From an optimization exercise on the open Yosys and OpenROAD flow, aimed at small area, a short achievable clock period and few clock cycles; shortcuts taken in it are not production practice.

## run 1
==> flow/design.v <==
package gimg_pkg;
  localparam logic [1:0] CFG_PATTERN_BYTES = 2'd0;
  localparam logic [1:0] CFG_LINE_BYTES    = 2'd1;
  localparam logic [1:0] CFG_LINE_TOTAL    = 2'd2;
  localparam logic [3:0]  PATTERN_BYTES_RST = 4'd2;
  localparam logic [15:0] LINE_BYTES_RST    = 16'd80;
  localparam logic [15:0] LINE_TOTAL_RST    = 16'd400;
  localparam logic [1:0] KIND_FILL    = 2'd0;
  localparam logic [1:0] KIND_LITERAL = 2'd1;
  localparam logic [1:0] KIND_PATTERN = 2'd2;
  localparam logic [7:0] TAG_PATTERN = 8'h00;
  localparam logic [7:0] TAG_BITSTR  = 8'h80;
  localparam logic [7:0] REP_MARK    = 8'hff;
  localparam logic [3:0] PH_LINE    = 4'd0;
  localparam logic [3:0] PH_SAW0    = 4'd1;
  localparam logic [3:0] PH_SAW00   = 4'd2;
  localparam logic [3:0] PH_REPN    = 4'd3;
  localparam logic [3:0] PH_TAG     = 4'd4;
  localparam logic [3:0] PH_PCOUNT  = 4'd5;
  localparam logic [3:0] PH_PATTERN = 4'd6;
  localparam logic [3:0] PH_LCOUNT  = 4'd7;
  localparam logic [3:0] PH_LITERAL = 4'd8;
  localparam logic [3:0] PH_LSKIP   = 4'd9;
endpackage
import gimg_pkg::*;
module gem_img_line_decoder (
  input  logic        clk,
  input  logic        rst_n,
  input  logic        in_valid,
  output logic        in_ready,
  input  logic [7:0]  in_data_byte,
  input  logic        in_image_start,
  output logic        out_valid,
  input  logic        out_ready,
  output logic [1:0]  out_run_kind,
  output logic [7:0]  out_fill_byte,
  output logic [63:0] out_pattern_word,
  output logic [15:0] out_byte_count,
  output logic        out_end_of_line,
  output logic [7:0]  out_line_repeats,
  output logic        out_image_done,
  input  logic        cfg_valid,
  output logic        cfg_ready,
  input  logic [1:0]  cfg_index,
  input  logic [15:0] cfg_data
);
  logic [3:0]  plen_r;
  logic [15:0] lb_r;
  logic [15:0] lt_r;
  logic        a_vld, b_vld;
  logic [7:0]  a_d, b_d;
  logic        a_s, b_s;
  logic [3:0]  ph_r;
  logic [15:0] bl_r;       
  logic [15:0] ll_r;       
  logic        act_r;      
  logic [7:0]  rep_r;      
  logic [10:0] tc_r;       
  logic [2:0]  idx_r;      
  logic        out_vld_r;
  logic [1:0]  kind_r;
  logic [7:0]  fill_r;
  logic [63:0] store_r;
  logic [15:0] cnt_r;
  logic        eol_r;
  logic [7:0]  reps_r;
  logic        done_r;
  logic in_take, step, a_free;
  assign in_ready  = !b_vld;
  assign in_take   = in_valid && !b_vld;
  assign step      = a_vld && (!out_vld_r || out_ready);
  assign a_free    = !a_vld || step;
  assign cfg_ready = 1'b1;
  always_ff @(posedge clk) begin
    if (!rst_n) begin
      a_vld <= 1'b0;
      b_vld <= 1'b0;
    end else if (a_free) begin
      a_vld <= b_vld || in_take;
      b_vld <= 1'b0;
    end else begin
      b_vld <= b_vld || in_take;
    end
  end
  always_ff @(posedge clk) begin
    if (a_free) begin
      a_d <= b_vld ? b_d : in_data_byte;
      a_s <= b_vld ? b_s : in_image_start;
    end
    if (!b_vld) begin
      b_d <= in_data_byte;
      b_s <= in_image_start;
    end
  end
  logic [7:0]  d;
  logic        s;
  logic [3:0]  ph_e;
  logic        act_e, line_start;
  logic [15:0] bl_e;
  logic        d_zero, d_80, d_ff;
  logic        tagph, solid, lit, patb, first, full, clip_now, emit;
  logic [15:0] cnt;
  logic [16:0] diff;
  logic        eol_c;
  logic [15:0] clip;
  logic [16:0] ll_sub;
  logic        done_n, done_s, done_c;
  logic [7:0]  reps_n, reps_c;
  logic [15:0] lldec_c;
  logic        eol_x, done_x;
  logic        more;
  logic [10:0] prod;
  logic [3:0]  ph_nxt;
  assign d = a_d;
  assign s = a_s;
  assign ph_e       = s ? PH_LINE : ph_r;
  assign act_e      = s ? (lt_r != 16'd0) : act_r;
  assign line_start = (ph_e == PH_LINE);
  assign bl_e       = line_start ? lb_r : bl_r;
  assign d_zero = (d == 8'h00);
  assign d_80   = (d == TAG_BITSTR);
  assign d_ff   = (d == REP_MARK);
  assign tagph = line_start || (ph_e == PH_TAG);
  assign solid = tagph && !d_zero && !d_80;
  assign lit   = (ph_e == PH_LITERAL);
  assign patb  = (ph_e == PH_PATTERN) || ((ph_e == PH_SAW00) && !d_ff);
  assign first = (idx_r == 3'd0);
  assign full  = (idx_r == 3'(plen_r - 4'd1));
  assign clip_now = act_e && (solid || lit || (patb && first));
  assign emit     = act_e && (solid || lit || (patb && full));
  always_comb begin
    if (solid)    cnt = {9'd0, d[6:0]};
    else if (lit) cnt = 16'd1;
    else          cnt = {5'd0, tc_r};
  end
  assign diff  = {1'b0, bl_e} - {1'b0, cnt};
  assign eol_c = diff[16] || (diff[15:0] == 16'd0);
  assign clip  = eol_c ? bl_e : cnt;
  assign ll_sub  = {1'b0, ll_r} - {9'd0, rep_r};
  assign done_n  = ll_sub[16] || (ll_sub[15:0] == 16'd0);
  assign reps_n  = done_n ? ll_r[7:0] : rep_r;
  assign done_s  = (lt_r == 16'd1);
  assign done_c  = s ? done_s : done_n;
  assign reps_c  = s ? 8'd1 : reps_n;
  assign lldec_c = s ? (lt_r - 16'd1) : ll_sub[15:0];
  assign eol_x  = (patb && !first) ? eol_r  : eol_c;
  assign done_x = (patb && !first) ? done_r : done_c;
  assign more = (tc_r[7:0] != 8'd1);
  assign prod = plen_r[3] ? {d, 3'd0} : ({3'd0, d} * {8'd0, plen_r[2:0]});
  always_comb begin
    ph_nxt = ph_e;
    case (ph_e)
      PH_LINE, PH_TAG: begin
        if (d_zero)    ph_nxt = line_start ? PH_SAW0 : PH_PCOUNT;
        else if (d_80) ph_nxt = PH_LCOUNT;
        else           ph_nxt = eol_c ? PH_LINE : PH_TAG;
      end
      PH_SAW0:    ph_nxt = d_zero ? PH_SAW00 : PH_PATTERN;
      PH_SAW00, PH_PATTERN: begin
        if (d_ff && ph_e == PH_SAW00) ph_nxt = PH_REPN;
        else if (full)                ph_nxt = eol_x ? PH_LINE : PH_TAG;
        else                          ph_nxt = PH_PATTERN;
      end
      PH_REPN:    ph_nxt = PH_TAG;
      PH_PCOUNT:  ph_nxt = PH_PATTERN;
      PH_LCOUNT:  ph_nxt = d_zero ? PH_TAG : PH_LITERAL;
      PH_LITERAL: begin
        if (more) ph_nxt = eol_c ? PH_LSKIP : PH_LITERAL;
        else      ph_nxt = eol_c ? PH_LINE : PH_TAG;
      end
      PH_LSKIP:   ph_nxt = more ? PH_LSKIP : PH_LINE;
      default:    ph_nxt = PH_LINE;
    endcase
  end
  always_ff @(posedge clk) begin
    if (!rst_n) begin
      act_r <= 1'b0;
    end else if (step) begin
      act_r <= act_e && !(emit && eol_x && done_x);
    end
  end
  always_ff @(posedge clk) begin
    if (step) begin
      ph_r <= ph_nxt;
      bl_r <= clip_now ? diff[15:0] : bl_e;
      if (clip_now && eol_c)  ll_r <= lldec_c;
      else if (s)             ll_r <= lt_r;
      if (s || (clip_now && eol_c)) rep_r <= 8'd1;
      else if (ph_e == PH_REPN)     rep_r <= d_zero ? 8'd1 : d;
      if (ph_e == PH_SAW0 || ph_e == PH_PCOUNT) tc_r <= prod;
      else if (ph_e == PH_LCOUNT)               tc_r <= {3'd0, d};
      else if (lit || ph_e == PH_LSKIP)         tc_r <= tc_r - 11'd1;
      idx_r <= patb ? idx_r + 3'd1 : 3'd0;
    end
  end
  always_ff @(posedge clk) begin
    if (!rst_n) begin
      out_vld_r <= 1'b0;
    end else if (step) begin
      out_vld_r <= emit;
    end else if (out_ready) begin
      out_vld_r <= 1'b0;
    end
  end
  always_ff @(posedge clk) begin
    if (step) begin
      kind_r <= patb ? KIND_PATTERN : (lit ? KIND_LITERAL : KIND_FILL);
      fill_r <= lit ? d : (patb ? 8'd0 : {8{d[7]}});
      for (int k = 0; k < 8; k++) begin
        if (patb && idx_r == 3'(k))      store_r[8*k +: 8] <= d;
        else if (!patb || idx_r == 3'd0) store_r[8*k +: 8] <= 8'd0;
      end
      if (clip_now) begin
        cnt_r  <= clip;
        eol_r  <= eol_c;
        reps_r <= eol_c ? reps_c : 8'd0;
        done_r <= eol_c && done_c;
      end
    end
  end
  assign out_valid        = out_vld_r;
  assign out_run_kind     = kind_r;
  assign out_fill_byte    = fill_r;
  assign out_pattern_word = store_r;
  assign out_byte_count   = cnt_r;
  assign out_end_of_line  = eol_r;
  assign out_line_repeats = reps_r;
  assign out_image_done   = done_r;
  always_ff @(posedge clk) begin
    if (!rst_n) begin
      plen_r <= PATTERN_BYTES_RST;
      lb_r   <= LINE_BYTES_RST;
      lt_r   <= LINE_TOTAL_RST;
    end else if (cfg_valid) begin
      case (cfg_index)
        CFG_PATTERN_BYTES: begin
          if (cfg_data[3:0] == 4'd0)     plen_r <= 4'd1;
          else if (cfg_data[3:0] > 4'd8) plen_r <= 4'd8;
          else                           plen_r <= cfg_data[3:0];
        end
        CFG_LINE_BYTES: lb_r <= cfg_data;
        CFG_LINE_TOTAL: lt_r <= cfg_data;
        default: begin
        end
      endcase
    end
  end
endmodule
export LEC_CHECK = 0
export CAP_MARGIN = 20
export CORE_MARGIN = 2
export CORE_UTILIZATION = 60
export PLACE_DENSITY = 0.75
export SETUP_SLACK_MARGIN = 5
export SLEW_MARGIN = 20
create_clock -name core_clock -period 10.5 [get_ports {clk}]
standard.sh (not shown) runs the stock make flow with config.mk's settings and CLKGATE_MAP_FILE= SYNTH_SCRIPT=/design/flow/synth_recipe.tcl, a recipe that flattens the netlist after the stock synthesis.
==> flow/flow/run.sh <==
#!/bin/bash
set -euo pipefail
bash standard.sh SETUP_SLACK_MARGIN=7.3 finish > standard.log 2>&1
Setup changes, run 1 to run 2
-- flow/design.v --
<<< run 1, line 62
  logic [7:0]  fill_r;
  logic [63:0] store_r;
  logic [15:0] cnt_r;
  logic        eol_r;
  logic [7:0]  reps_r;
>>> run 2, line 62
  logic [7:0]  fill_r;
  logic [63:0] store_r;
  logic [10:0] cnt_r;      
  logic        eol_r;
  logic [7:0]  reps_r;
<<< run 1, line 103
  logic [16:0] diff;
  logic        eol_c;
  logic [15:0] clip;
  logic [16:0] ll_sub;
  logic        done_n, done_s, done_c;
  logic [7:0]  reps_n, reps_c;
  logic [15:0] lldec_c;
  logic        eol_x, done_x;
>>> run 2, line 103
  logic [16:0] diff;
  logic        eol_c;
  logic [10:0] clip;
  logic [16:0] ll_sub;
  logic        done_c;
  logic [7:0]  reps_c;
  logic [15:0] lldec_c;
  logic        eol_x, done_x;
<<< run 1, line 129
  assign clip_now = act_e && (solid || lit || (patb && first));
  assign emit     = act_e && (solid || lit || (patb && full));
  always_comb begin
    if (solid)    cnt = {9'd0, d[6:0]};
    else if (lit) cnt = 16'd1;
    else          cnt = {5'd0, tc_r};
  end
  assign diff  = {1'b0, bl_e} - {1'b0, cnt};
  assign eol_c = diff[16] || (diff[15:0] == 16'd0);
  assign clip  = eol_c ? bl_e : cnt;
  assign ll_sub  = {1'b0, ll_r} - {9'd0, rep_r};
  assign done_n  = ll_sub[16] || (ll_sub[15:0] == 16'd0);
  assign reps_n  = done_n ? ll_r[7:0] : rep_r;
  assign done_s  = (lt_r == 16'd1);
  assign done_c  = s ? done_s : done_n;
  assign reps_c  = s ? 8'd1 : reps_n;
  assign lldec_c = s ? (lt_r - 16'd1) : ll_sub[15:0];
  assign eol_x  = (patb && !first) ? eol_r  : eol_c;
  assign done_x = (patb && !first) ? done_r : done_c;
>>> run 2, line 129
  assign clip_now = act_e && (solid || lit || (patb && first));
  assign emit     = act_e && (solid || lit || (patb && full));
  logic        eol_s, eol_l, eol_p;
  logic [15:0] ll_e;
  logic [7:0]  rep_e;
  always_comb begin
    if (tagph)    cnt = {9'd0, d[6:0]};
    else if (lit) cnt = 16'd1;
    else          cnt = {5'd0, tc_r};
  end
  assign eol_s  = (line_start ? (lb_r[15:7] == 9'd0) : (bl_r[15:7] == 9'd0))
                  && (d[6:0] >= bl_e[6:0]);
  assign eol_l  = (bl_r[15:1] == 15'd0);
  assign eol_p  = (bl_r[15:11] == 5'd0) && (tc_r >= bl_r[10:0]);
  assign eol_c  = tagph ? eol_s : (lit ? eol_l : eol_p);
  assign diff   = {1'b0, bl_e} - {1'b0, cnt};
  assign clip   = eol_c ? bl_e[10:0] : cnt[10:0];
  assign ll_e    = s ? lt_r : ll_r;
  assign rep_e   = s ? 8'd1 : rep_r;
  assign ll_sub  = {1'b0, ll_e} - {9'd0, rep_e};
  assign done_c  = (ll_e[15:8] == 8'd0) && (ll_e[7:0] <= rep_e);
  assign reps_c  = done_c ? ll_e[7:0] : rep_e;
  assign lldec_c = ll_sub[15:0];
  assign eol_x  = (patb && !first) ? eol_r  : eol_c;
  assign done_x = (patb && !first) ? done_r : done_c;
<<< run 1, line 190
      if (ph_e == PH_SAW0 || ph_e == PH_PCOUNT) tc_r <= prod;
      else if (ph_e == PH_LCOUNT)               tc_r <= {3'd0, d};
      else if (lit || ph_e == PH_LSKIP)         tc_r <= tc_r - 11'd1;
      idx_r <= patb ? idx_r + 3'd1 : 3'd0;
    end
>>> run 2, line 196
      if (ph_e == PH_SAW0 || ph_e == PH_PCOUNT) tc_r <= prod;
      else if (ph_e == PH_LCOUNT)               tc_r <= {3'd0, d};
      else if (lit || ph_e == PH_LSKIP)         tc_r <= {3'd0, tc_r[7:0] - 8'd1};
      idx_r <= patb ? idx_r + 3'd1 : 3'd0;
    end
<<< run 1, line 207
      kind_r <= patb ? KIND_PATTERN : (lit ? KIND_LITERAL : KIND_FILL);
      fill_r <= lit ? d : (patb ? 8'd0 : {8{d[7]}});
      for (int k = 0; k < 8; k++) begin
        if (patb && idx_r == 3'(k))      store_r[8*k +: 8] <= d;
        else if (!patb || idx_r == 3'd0) store_r[8*k +: 8] <= 8'd0;
      end
      if (clip_now) begin
        cnt_r  <= clip;
>>> run 2, line 213
      kind_r <= patb ? KIND_PATTERN : (lit ? KIND_LITERAL : KIND_FILL);
      fill_r <= lit ? d : (patb ? 8'd0 : {8{d[7]}});
      if (clip_now) begin
        cnt_r  <= clip;
<<< run 1, line 219
    end
  end
  assign out_valid        = out_vld_r;
  assign out_run_kind     = kind_r;
  assign out_fill_byte    = fill_r;
  assign out_pattern_word = store_r;
  assign out_byte_count   = cnt_r;
  assign out_end_of_line  = eol_r;
  assign out_line_repeats = reps_r;
>>> run 2, line 221
    end
  end
  logic [7:0] st_wr, st_hold;
  always_comb begin
    for (int k = 0; k < 8; k++) begin
      st_wr[k]   = step && patb && (idx_r == 3'(k));
      st_hold[k] = !step || (patb && (idx_r != 3'(k)) && (idx_r != 3'd0));
    end
  end
  always_ff @(posedge clk) begin
    for (int k = 0; k < 8; k++) begin
      store_r[8*k +: 8] <= (d & {8{st_wr[k]}}) | (store_r[8*k +: 8] & {8{st_hold[k]}});
    end
  end
  assign out_valid        = out_vld_r;
  assign out_run_kind     = kind_r;
  assign out_fill_byte    = fill_r;
  assign out_pattern_word = store_r;
  assign out_byte_count   = {5'd0, cnt_r};
  assign out_end_of_line  = eol_r;
  assign out_line_repeats = reps_r;
==> comparison <==
- The final layout from run 2, which completed every stage, passed the timing, DRC and antenna checks at the end of the flow.
- Going from run 1 to run 2, the routability congestion estimate was found to have gone down by 0.093.
- The clock period minus final worst setup slack reported for run 2 is smaller than that of run 1 by 1220 ps.
- Run 2 and run 1 ended up with roughly the same clock slew seen by the registers of the worst setup and hold paths.
- Going from run 1 to run 2, the number of standard cells in the layout, taps in and fillers out was found to have gone down by 41.
- Max freq run 1 -> run 2: improved
- In run 2 relative to run 1, horizontal die dimension had gone down by a few percent.
- Max area added between synthesis and finish across run 1 and run 2: run 2
Function was not checked in any run of this note: the RTL went through the layout flow alone.

what the ideal ports hide:
In the flow no input, the clock included, has a driving cell. The finished layouts below were timed again as built, in two steps.
Step 1 (the two cells are an assumption about what drives the block):
set clk [get_ports {clk}]
set_driving_cell -lib_cell sky130_fd_sc_hd__clkbuf_16 $clk
set_driving_cell -lib_cell sky130_fd_sc_hd__buf_2 [delete_from_list [all_inputs] $clk]
Step 2 adds t to the input delays and takes it off the output delays; t is the mean of the earliest and latest rising clock arrival at the registers after step 1. Input paths then give back, and output paths get back, about the clock's delay inside the block.
a / b / c = no drivers / after step 1 / after step 2; a / b = the first two.
run	t (ns)	setup slack, ns	worst setup path at the end
run 1	0.556	5.617 / 5.617 / 5.617	register to register
run 2	0.569	6.833 / 6.833 / 6.833	register to register
After both steps every run listed still meets setup and hold.
